Background: an optimization exercise with open tools, aiming at small area and a short achievable clock period. Do not read the settings as production practice.
In this exercise RTL edits were held to simulation tests only and were not proved equivalent to the original.
No activity file was given, so power comes from the tool's default toggle rates.

==> flow/design.v <==
package cdq_pkg;
    localparam int SLOTS  = 16;
    localparam int ELEM_W = 32;
    localparam int NCELL  = SLOTS - 1;
    localparam int CNT_W  = $clog2(SLOTS);
    localparam logic [CNT_W-1:0] CNT_MAX = CNT_W'(NCELL);
    localparam logic [2:0] OP_PUSH_BACK  = 3'd0;
    localparam logic [2:0] OP_PUSH_FRONT = 3'd1;
    localparam logic [2:0] OP_POP_FRONT  = 3'd2;
    localparam logic [2:0] OP_POP_BACK   = 3'd3;
    localparam logic [2:0] OP_PEEK_FRONT = 3'd4;
    localparam logic [2:0] OP_PEEK_BACK  = 3'd5;
    localparam logic [2:0] OP_CLEAR      = 3'd6;
    localparam logic [1:0] ST_DONE  = 2'd0;
    localparam logic [1:0] ST_EMPTY = 2'd1;
    localparam logic [1:0] ST_FULL  = 2'd2;
    typedef logic [ELEM_W-1:0] t_elem;
endpackage
module circular_deque (
    input  logic                          i_clk,
    input  logic                          i_rst_n,
    input  logic                          i_valid,
    output logic                          o_ready,
    input  logic [2:0]                    i_opcode,
    input  logic [cdq_pkg::ELEM_W-1:0]    i_value,
    output logic                          o_valid,
    input  logic                          i_ready,
    output logic [1:0]                    o_status,
    output logic [cdq_pkg::ELEM_W-1:0]    o_read_value,
    output logic [cdq_pkg::CNT_W-1:0]     o_count,
    output logic                          o_is_empty,
    output logic                          o_is_full
);
    localparam int N = cdq_pkg::NCELL;
    localparam int W = cdq_pkg::ELEM_W;
    cdq_pkg::t_elem            mem [N];
    logic [N-1:0]              r_head;    
    logic [N-1:0]              r_tail;    
    logic [N-1:0]              head_m1, head_p1, tail_m1, tail_p1;
    logic [cdq_pkg::CNT_W-1:0] r_count;
    logic [cdq_pkg::CNT_W-1:0] n_count;
    logic                      n_empty, n_full;
    logic                      r_empty, r_full;
    logic                      r_valid;
    logic                      r_idle;     
    logic [1:0]                r_status;
    logic [1:0]                n_status;
    logic [cdq_pkg::CNT_W-1:0] r_out_count;
    logic                      r_out_empty, r_out_full;
    cdq_pkg::t_elem            r_rd;
    cdq_pkg::t_elem            n_rd;
    logic [N-1:0]              rd_sel;
    logic                      in_acc;
    logic                      push_b, push_f, pop_f, pop_b, rd_any, clr;
    assign o_ready = r_idle | i_ready;
    assign in_acc  = i_valid & o_ready;
    assign head_m1 = {r_head[0], r_head[N-1:1]};
    assign head_p1 = {r_head[N-2:0], r_head[N-1]};
    assign tail_m1 = {r_tail[0], r_tail[N-1:1]};
    assign tail_p1 = {r_tail[N-2:0], r_tail[N-1]};
    always_comb begin
        push_b   = 1'b0;
        push_f   = 1'b0;
        pop_f    = 1'b0;
        pop_b    = 1'b0;
        rd_any   = 1'b0;
        clr      = 1'b0;
        n_status = cdq_pkg::ST_DONE;
        case (i_opcode)
            cdq_pkg::OP_PUSH_BACK:  if (r_full) n_status = cdq_pkg::ST_FULL; else push_b = 1'b1;
            cdq_pkg::OP_PUSH_FRONT: if (r_full) n_status = cdq_pkg::ST_FULL; else push_f = 1'b1;
            cdq_pkg::OP_POP_FRONT:  if (r_empty) n_status = cdq_pkg::ST_EMPTY; else begin pop_f = 1'b1; rd_any = 1'b1; end
            cdq_pkg::OP_POP_BACK:   if (r_empty) n_status = cdq_pkg::ST_EMPTY; else begin pop_b = 1'b1; rd_any = 1'b1; end
            cdq_pkg::OP_PEEK_FRONT: if (r_empty) n_status = cdq_pkg::ST_EMPTY; else rd_any = 1'b1;
            cdq_pkg::OP_PEEK_BACK:  if (r_empty) n_status = cdq_pkg::ST_EMPTY; else rd_any = 1'b1;
            cdq_pkg::OP_CLEAR:      clr = 1'b1;
            default: ;
        endcase
    end
    always_comb begin
        n_count = r_count;
        if (clr) n_count = '0;
        else if (push_b | push_f) n_count = r_count + 1'b1;
        else if (pop_f | pop_b) n_count = r_count - 1'b1;
    end
    assign n_empty = (n_count == '0);
    assign n_full  = (n_count == cdq_pkg::CNT_MAX);
    assign rd_sel = i_opcode[0] ? tail_m1 : r_head;
    cdq_pkg::t_elem rd_acc [N+1];
    assign rd_acc[0] = '0;
    for (genvar g = 0; g < N; g++) begin : g_rd
        assign rd_acc[g+1] = rd_acc[g] | (mem[g] & {W{rd_sel[g]}});
    end
    assign n_rd = rd_acc[N] & {W{rd_any}};
    for (genvar g = 0; g < N; g++) begin : g_slot
        always_ff @(posedge i_clk) begin
            if (!r_full && (head_m1[g] || r_tail[g])) mem[g] <= i_value;
        end
    end
    always_ff @(posedge i_clk) begin
        if (!i_rst_n) begin
            r_head  <= {{(N-1){1'b0}}, 1'b1};
            r_tail  <= {{(N-1){1'b0}}, 1'b1};
            r_count <= '0;
            r_empty <= 1'b1;
            r_full  <= 1'b0;
            r_valid <= 1'b0;
            r_idle  <= 1'b1;
            r_status    <= cdq_pkg::ST_DONE;
            r_rd        <= '0;
            r_out_count <= '0;
            r_out_empty <= 1'b1;
            r_out_full  <= 1'b0;
        end else begin
            if (in_acc) begin
                r_count <= n_count;
                r_empty <= n_empty;
                r_full  <= n_full;
                r_valid <= 1'b1;
                r_idle  <= 1'b0;
                if (push_f) r_head <= head_m1;
                else if (pop_f) r_head <= head_p1;
                if (clr) r_tail <= r_head;
                else if (push_b) r_tail <= tail_p1;
                else if (pop_b) r_tail <= tail_m1;
            end else if (i_ready) begin
                r_valid <= 1'b0;
                r_idle  <= 1'b1;
            end
            if (o_ready) begin
                r_status    <= n_status;
                r_rd        <= n_rd;
                r_out_count <= n_count;
                r_out_empty <= n_empty;
                r_out_full  <= n_full;
            end
        end
    end
    assign o_valid      = r_valid;
    assign o_status     = r_status;
    assign o_read_value = r_rd;
    assign o_count      = r_out_count;
    assign o_is_empty   = r_out_empty;
    assign o_is_full    = r_out_full;
endmodule
export LEC_CHECK = 0
export CAP_MARGIN = 20
export CORE_MARGIN = 2
export CORE_UTILIZATION = 40
export CTS_CLUSTER_DIAMETER = 100
export CTS_CLUSTER_SIZE = 25
export PLACE_DENSITY = 0.75
export SETUP_SLACK_MARGIN = 1.45
export SLEW_MARGIN = 20
create_clock -name core_clock -period 3.2 [get_ports {i_clk}]
standard.sh (not shown) runs the stock make flow with config.mk's settings and CLKGATE_MAP_FILE= SYNTH_SCRIPT=/design/flow/synth_recipe.tcl, a recipe that flattens the netlist after the stock synthesis.
==> flow/flow/run.sh <==
#!/bin/bash
# Standard layout, except that the port buffers are plain buffers
# (buf_2) instead of the delay buffer buffer_ports picks by default.
set -o pipefail
export BUFFER_PORTS_ARGS="-buffer_cell sky130_fd_sc_hd__buf_2"
bash standard.sh > standard.log 2>&1
Change:
==> flow/run.sh (new file) <==
#!/bin/bash
# synth_recipe.tcl (not shown) runs the flow's synth.tcl, then flattens the netlist and writes it again
# the make line also repeats each setting of config.mk as NAME=value (left out here)
make -C /OpenROAD-flow-scripts/flow DESIGN_CONFIG=/design/flow/config.mk WORK_HOME=/design/flow/orfs CLKGATE_MAP_FILE= SYNTH_SCRIPT=/design/flow/synth_recipe.tcl finish
PLACE_DENSITY = default   (was 0.75)
SETUP_SLACK_MARGIN = 1.3   (was 1.45)
removed: flow/flow/run.sh
removed: flow/standard.sh
Result: Hold slack improved by 0.16 ns. Combinational power is lower by about 4%. Count of clock-buffer cells in the layout stays the same. Non-clock buffer count shrinks by 46. Area after synthesis stays the same. Clock skew went down by 0.012 ns. Cell count goes down by about 2.4%. Worst setup slack is worse by 0.040 ns. Via count decreases by about 5%.
Change:
CORE_UTILIZATION = 55   (was 40)
Result: Design area barely changes. First-iteration DRC count decreases by a few percent. Total power increases slightly. Worst hold slack gets worse by 0.017 ns. Utilization increases by 18 points. Combinational power increases by a few percent. Routed wire length decreases slightly. Area after synthesis stays the same. Die area decreases by a quarter to a third. Worst setup slack hardly moves. Flip-flop and latch count is unchanged.
Change:
==> flow/flow/run.sh (new file) <==
#!/bin/bash
# Standard layout, except that the port buffers are plain buffers
# (buf_2) instead of the delay buffer buffer_ports picks by default.
set -o pipefail
export BUFFER_PORTS_ARGS="-buffer_cell sky130_fd_sc_hd__buf_2"
bash standard.sh > standard.log 2>&1
==> flow/standard.sh (new file) <==
#!/bin/bash
# synth_recipe.tcl (not shown) runs the flow's synth.tcl, then flattens the netlist and writes it again
# the make line also repeats each setting of config.mk as NAME=value (left out here)
make -C /OpenROAD-flow-scripts/flow DESIGN_CONFIG=/design/flow/config.mk WORK_HOME=/design/flow/orfs CLKGATE_MAP_FILE= SYNTH_SCRIPT=/design/flow/synth_recipe.tcl "${@:-finish}"
CORE_UTILIZATION = 40   (was 55)
PLACE_DENSITY = 0.75   (was default)
SETUP_SLACK_MARGIN = 1.4   (was 1.3)
removed: flow/run.sh
Result: Total power shrinks by 1.5%; non-clock buffer count is lower by 21; routed wire length fell by 6.2%; final area is lower by 1.4%; sequential power is about the same; clock-buffer cell count decreases by 1; critical path depth is unchanged; synthesized cell count does not change; combinational power came out lower by about 9%.

---

Setup of run A:
// circular_deque: RTL as listed in full above, without the edits since
==> flow/config.mk <==
export PLATFORM = sky130hd
export DESIGN_NAME = circular_deque
export DESIGN_NICKNAME = circular_deque
export VERILOG_FILES = /design/flow/design.v
export SDC_FILE = /design/flow/constraint.sdc
export NUM_CORES = 4
export LEC_CHECK = 0
export CAP_MARGIN = 20
export CORE_MARGIN = 2
export CORE_UTILIZATION = 40
export CTS_CLUSTER_DIAMETER = 100
export CTS_CLUSTER_SIZE = 25
export SETUP_SLACK_MARGIN = 1.3
export SLEW_MARGIN = 20
==> flow/constraint.sdc <==
create_clock -name core_clock -period 3.2 [get_ports {i_clk}]
set_input_delay 0.6400 -clock core_clock [delete_from_list [all_inputs] [get_ports {i_clk}]]
set_output_delay 0.6400 -clock core_clock [all_outputs]
set_load 0.01 [all_outputs]
==> flow/flow/run.sh <==
#!/bin/bash
# Standard layout, except that the port buffers are plain buffers
# (buf_2) instead of the delay buffer buffer_ports picks by default.
set -o pipefail
export BUFFER_PORTS_ARGS="-buffer_cell sky130_fd_sc_hd__buf_2"
bash standard.sh > standard.log 2>&1
Looking at the reports, run A completed the entire flow and the layout it produced met the timing, design-rule and antenna checks.
The inputs of run B differ from those of run A as listed below.
Settings: changing SETUP_SLACK_MARGIN from 1.3 to 1.35.
[summary]
Run B finished end to end and its layout was clean on timing, DRC and antenna. From run A to run B the numbers moved as follows: clock power flat, power flat, highest clock frequency the design can meet up about 4.3%. [compare] base=run A new=run B: multi-input combinational cell count barely changed; HPWL after detailed placement fell by about 3%. Of the two values seen for capturing element of the worst setup path, mem[0][16] was produced by run A and o_ready by run B.
Edits applied to the flow inputs when going from run B to run C:
Settings: swapping 1.35 for 1.45 in SETUP_SLACK_MARGIN.
## What came out
Diff run B -> run C: final worst slack moved up, initial antenna violation count moved down, wire length of the first global-routing pass moved up.
Relative to run C, the following input files were edited for run D:
Settings: changing SETUP_SLACK_MARGIN from 1.45 to 1.6.
Notes after the runs:
- Going from run C to run D, clock sink count ~0 delta, share of cell area taken by flip-flops and latches down 4.0 points.
- Run D vs run C on power drawn by the clock network: run D is the higher one.
- | number of global-route vias before repair | run D vs run C | 8.2% higher |
- Run D consumes more power than run C does.
- Slew of the pin with the lowest slew margin (lower): run D
- Run C ended with every stage complete and zero timing, DRC or antenna violations.
- Run D: no failed stages, no open violations at the end

afterwards: timing with drivers on the ports:
The results above use ideal ports. As a check the final layouts listed here were re-extracted and re-timed, cells and wires unchanged.
Step 1, drivers: a clkbuf_16 drives i_clk and a buf_2 each remaining input, both assumed.
Step 2, shift: input delay + t, output delay - t, t = (earliest + latest rising clock arrival at the registers) / 2. This alone moves slack from input paths to output paths.
a / b / c = ideal ports / drivers / drivers and shift; a / b = the first two.
run | shift t [ns] | setup slack, ns | worst hold slack (ns) | latest minus earliest clock arrival (ns) | cell pins on the clock port's net
the first run of note 1 | 0.658 | 1.336 / 1.282 / 0.688 | 0.289 / 0.259 / 0.469 | 0.036 / 0.036 | 1
the second run of note 1 | 0.653 | 1.296 / 1.236 / 0.735 | 0.453 / 0.453 / 0.453 | 0.027 / 0.027 | 1
the third run of note 1 | 0.649 | 1.293 / 1.235 / 0.708 | 0.437 / 0.402 / 0.459 | 0.025 / 0.025 | 1
the fourth run of note 1 | 0.653 | 1.368 / 1.316 / 0.800 | 0.257 / 0.228 / 0.459 | 0.031 / 0.031 | 1
run A | 0.659 | 1.272 / 1.272 / 0.685 | 0.247 / 0.219 / 0.454 | 0.031 / 0.031 | 1
run B | 0.649 | 1.352 / 1.295 / 0.754 | 0.292 / 0.258 / 0.461 | 0.020 / 0.021 | 1
run C | 0.657 | 1.369 / 1.311 / 0.800 | 0.247 / 0.213 / 0.454 | 0.019 / 0.020 | 1
run D | 0.668 | 1.336 / 1.280 / 0.637 | 0.267 / 0.238 / 0.466 | 0.042 / 0.042 | 1
After both steps every run listed still meets setup and hold. The setup slack of run D, which loses most, moves by -0.056 ns with the drivers and by -0.699 ns with both steps.
